Context: an optimization exercise on an open-source flow, tuned for small area. The choices shown serve that exercise and are no tape-out recipe. Function was checked by simulation only, so behaviour that the tests miss may differ from the original. Power figures rest on the tool's default switching activity, not on a simulated workload.

== the baseline ==
Design dot_product_top, start of the top module:
module dot_product_top (
    input  logic        clk,
    input  logic        reset,
    input  logic        up_valid,
    input  logic        up_last,
    input  logic [63:0] up_data,
    input  logic [63:0] up_weight,
    output logic        dn_valid,
    output logic [15:0] dn_data
);
export LEC_CHECK = 0
export ABC_AREA = 1
export CAP_MARGIN = 20
export CORE_MARGIN = 2
export CORE_UTILIZATION = 60
export CTS_BUF_LIST = sky130_fd_sc_hd__clkbuf_8
export GPL_TIMING_DRIVEN = 0
export SETUP_SLACK_MARGIN = 0.05
export SLEW_MARGIN = 20
export SYNTH_HIERARCHICAL = 1
export SYNTH_MINIMUM_KEEP_SIZE = 0
create_clock -name core_clock -period 6.0 [get_ports {clk}]
standard.sh (not shown) runs the stock make flow with config.mk's settings and CLKGATE_MAP_FILE= SYNTH_SCRIPT=/design/flow/synth_recipe.tcl, a recipe that flattens the netlist after the stock synthesis.
==> flow/flow/run.sh <==
#!/bin/bash
# The standard layout with these changes: synthesis as standard, then every
# combinational cell set to its smallest size (the placer's and router's
# repair steps size up what timing needs); the buffers synthesis inserted are
# removed at floorplan; the port buffers are the smallest plain buffer; and
# non-critical gates are downsized after global routing.
set -euo pipefail
export BUFFER_PORTS_ARGS="-buffer_cell sky130_fd_sc_hd__buf_1"
export REMOVE_ABC_BUFFERS=1
export RECOVER_POWER=100
bash standard.sh synth > synth.log 2>&1
SYNTH_ODB=orfs/results/$FLOW_PLATFORM/dot_product_top/base/1_synth.odb openroad -no_init -exit flow/downsize.tcl > downsize.log 2>&1
bash standard.sh > standard.log 2>&1
==> flow/flow/downsize.tcl <==
# Set every combinational cell of the synthesized netlist to its smallest
# drive strength; the layout's own repair steps size up what timing needs.
set odb $::env(SYNTH_ODB)
read_db $odb
set db [ord::get_db]
set block [ord::get_db_block]
set n 0
foreach inst [$block getInsts] {
  set m [[$inst getMaster] getName]
  if { ![regexp {^(sky130_fd_sc_hd__)([a-z0-9]+)_([0-9]+)$} $m -> pfx base drive] } { continue }
  if { [regexp {^(df|edf|sdf|dl|conb|tap|fill|decap|clk)} $base] } { continue }
  if { $drive <= 1 } { continue }
  foreach d {1 0} {
    set t [$db findMaster "${pfx}${base}_${d}"]
    if { $t != "NULL" } {
      $inst swapMaster $t
      incr n
      break
    }
  }
}
puts "downsized $n instances"
write_db $odb
Relative to the baseline, the following input files were edited for the candidate:
- CTS_CLUSTER_SIZE now 30, previously not set
- CTS_BUF_LIST now sky130_fd_sc_hd__clkbuf_4 sky130_fd_sc_hd__clkbuf_8, was sky130_fd_sc_hd__clkbuf_8
### Flow results
- The candidate completed every stage of the flow, and the final layout passed the timing, design-rule and antenna checks.
- Reported for the candidate and the baseline, worst setup timing slack at the placement stage turned out identical to the last digit.
- The candidate and the baseline ended up with nearly the same clock power.
- From the baseline to the candidate, global-route wire length before repair did not move at all.
- The candidate -> the baseline: synthesized area delta 0, exact match
- Reported for the candidate and the baseline, number of clock buffers inserted by TritonCTS turned out identical to the last digit.
- Number of nets in the final layout came out exactly the same in the candidate and the baseline.
- Reported for the candidate and the baseline, sequential share of layout area turned out identical to the last digit.

* * *

dot_product_top again, from the RTL that the note above started with.
Design dot_product_top, start of the top module:
module dot_product_top (
    input  logic        clk,
    input  logic        reset,
    input  logic        up_valid,
    input  logic        up_last,
    input  logic [63:0] up_data,
    input  logic [63:0] up_weight,
    output logic        dn_valid,
    output logic [15:0] dn_data
);
    wire one0;
    wire two1;
    wire p2;
    wire p3;
    wire p4;
    wire p5;
    wire p6;
    wire p7;
    wire p8;
    wire p9;
    wire p10;
    wire p11;
    wire p12;
    wire p13;
    wire p14;
    wire p15;
    wire p16;
    wire p17;
    wire p18;
    wire one19;
    wire two20;
    wire p21;
    wire p22;
    wire p23;
    wire p24;
    wire p25;
    wire p26;
    wire p27;
    wire p28;
    wire p29;
    wire p30;
    wire p31;
    wire p32;
    wire p33;
    wire p34;
    wire p35;
    wire p36;
    wire p37;
    wire one38;
    wire two39;
    wire p40;
    wire p41;
    wire p42;
    wire p43;
    wire p44;
    wire p45;
    wire p46;
    wire p47;
    wire p48;
    wire p49;
    wire p50;
    wire p51;
    wire p52;
    wire p53;
    wire p54;
    wire p55;
    wire p56;
    wire one57;
    wire two58;
    wire p59;
    wire p60;
    wire p61;
    wire p62;
    wire p63;
    wire p64;
    wire p65;
    wire p66;
    wire p67;
    wire p68;
    wire p69;
    wire p70;
    wire p71;
    wire p72;
    wire p73;
    wire p74;
    wire p75;
    wire one76;
    wire two77;
    wire p78;
    wire p79;
    wire p80;
    wire p81;
    wire p82;
    wire p83;
    wire p84;
    wire p85;
    wire p86;
    wire p87;
    wire p88;
    wire p89;
    wire p90;
    wire p91;
    wire p92;
    wire p93;
    wire one94;
    wire two95;
    wire p96;
  ...
export LEC_CHECK = 0
export ABC_AREA = 1
export CAP_MARGIN = 20
export CORE_MARGIN = 2
export CORE_UTILIZATION = 60
export CTS_BUF_LIST = sky130_fd_sc_hd__clkbuf_8
export GPL_TIMING_DRIVEN = 0
export SETUP_SLACK_MARGIN = 0.1
export SLEW_MARGIN = 20
export SYNTH_HIERARCHICAL = 1
export SYNTH_MINIMUM_KEEP_SIZE = 0
create_clock -name core_clock -period 6.0 [get_ports {clk}]
==> flow/flow/run.sh <==
#!/bin/bash
# The standard layout with these changes: synthesis as standard, then every
# combinational cell set to its smallest size (the placer's and router's
# repair steps size up what timing needs); the buffers synthesis inserted are
# removed at floorplan; the port buffers are the smallest plain buffer; and
# non-critical gates are downsized after global routing; clock tree
# synthesis adds no dummy loads.
set -euo pipefail
export BUFFER_PORTS_ARGS="-buffer_cell sky130_fd_sc_hd__buf_1"
export REMOVE_ABC_BUFFERS=1
export RECOVER_POWER=100
export CTS_ARGS="-sink_clustering_enable -repair_clock_nets -dont_use_dummy_load -buf_list sky130_fd_sc_hd__clkbuf_8"
bash standard.sh synth > synth.log 2>&1
SYNTH_ODB=orfs/results/$FLOW_PLATFORM/dot_product_top/base/1_synth.odb openroad -no_init -exit flow/downsize.tcl > downsize.log 2>&1
bash standard.sh > standard.log 2>&1
Scripts as last shown in full above: flow/flow/downsize.tcl
The baseline passed the timing, design-rule and antenna checks.
Change:
==> flow/flow/run.sh (replaced) <==
#!/bin/bash
# The standard layout with three changes: the port buffers are the smallest
# plain buffer, the buffers that synthesis inserted are removed at floorplan
# (the placer's repair inserts what timing and slew need), and non-critical
# gates are downsized after global routing.
set -euo pipefail
export BUFFER_PORTS_ARGS="-buffer_cell sky130_fd_sc_hd__buf_1"
export REMOVE_ABC_BUFFERS=1
export RECOVER_POWER=100
bash standard.sh > standard.log 2>&1
- SETUP_SLACK_MARGIN: 0.1 -> unset
removed: flow/flow/downsize.tcl
After rerunning: The changed run completed with no timing, DRC or antenna violations; total power came out higher by 3.7%; setup slack gets better by 0.065 ns; area after synthesis rose by 6.9%; die area grows by 6.8%; clock power is higher by 38%; non-clock buffer count is lower by 1; synthesized cell count is unchanged.

-- what the ideal ports hide --
No port has a modelled driver above. Below, the same layouts with a new extraction and two added sets of constraints. Step 1: set_driving_cell puts a clkbuf_16 on clk and a buf_2 on each other input, an assumption about the parent block. Step 2 moves the port delays by t, midway between the first and last clock arrival at a register: inputs arrive t later, outputs are due t later. That takes back most of the time a late clock gives input paths. Slacks: ideal / step 1 / step 2; pairs: ideal / step 1.
run | t (ns) | setup WS [ns] | worst setup path after step 2 | worst register clock-pin slew, ns | worst data-port slew with drivers (ns)
the baseline | 0.383 | 0.114 / 0.123 / -0.259 | input to register | 0.08 / 0.08 | 0.05
the candidate | 0.383 | 0.114 / 0.123 / -0.259 | input to register | 0.08 / 0.08 | 0.05
the first run of note 2 | 0.368 | 0.073 / 0.076 / -0.292 | input to register | 0.08 / 0.08 | 0.05
the second run of note 2 | 0.379 | 0.138 / 0.153 / -0.226 | input to register | 0.08 / 0.08 | 0.06
With both steps, setup timing fails in every run listed, where it was met with ideal ports.
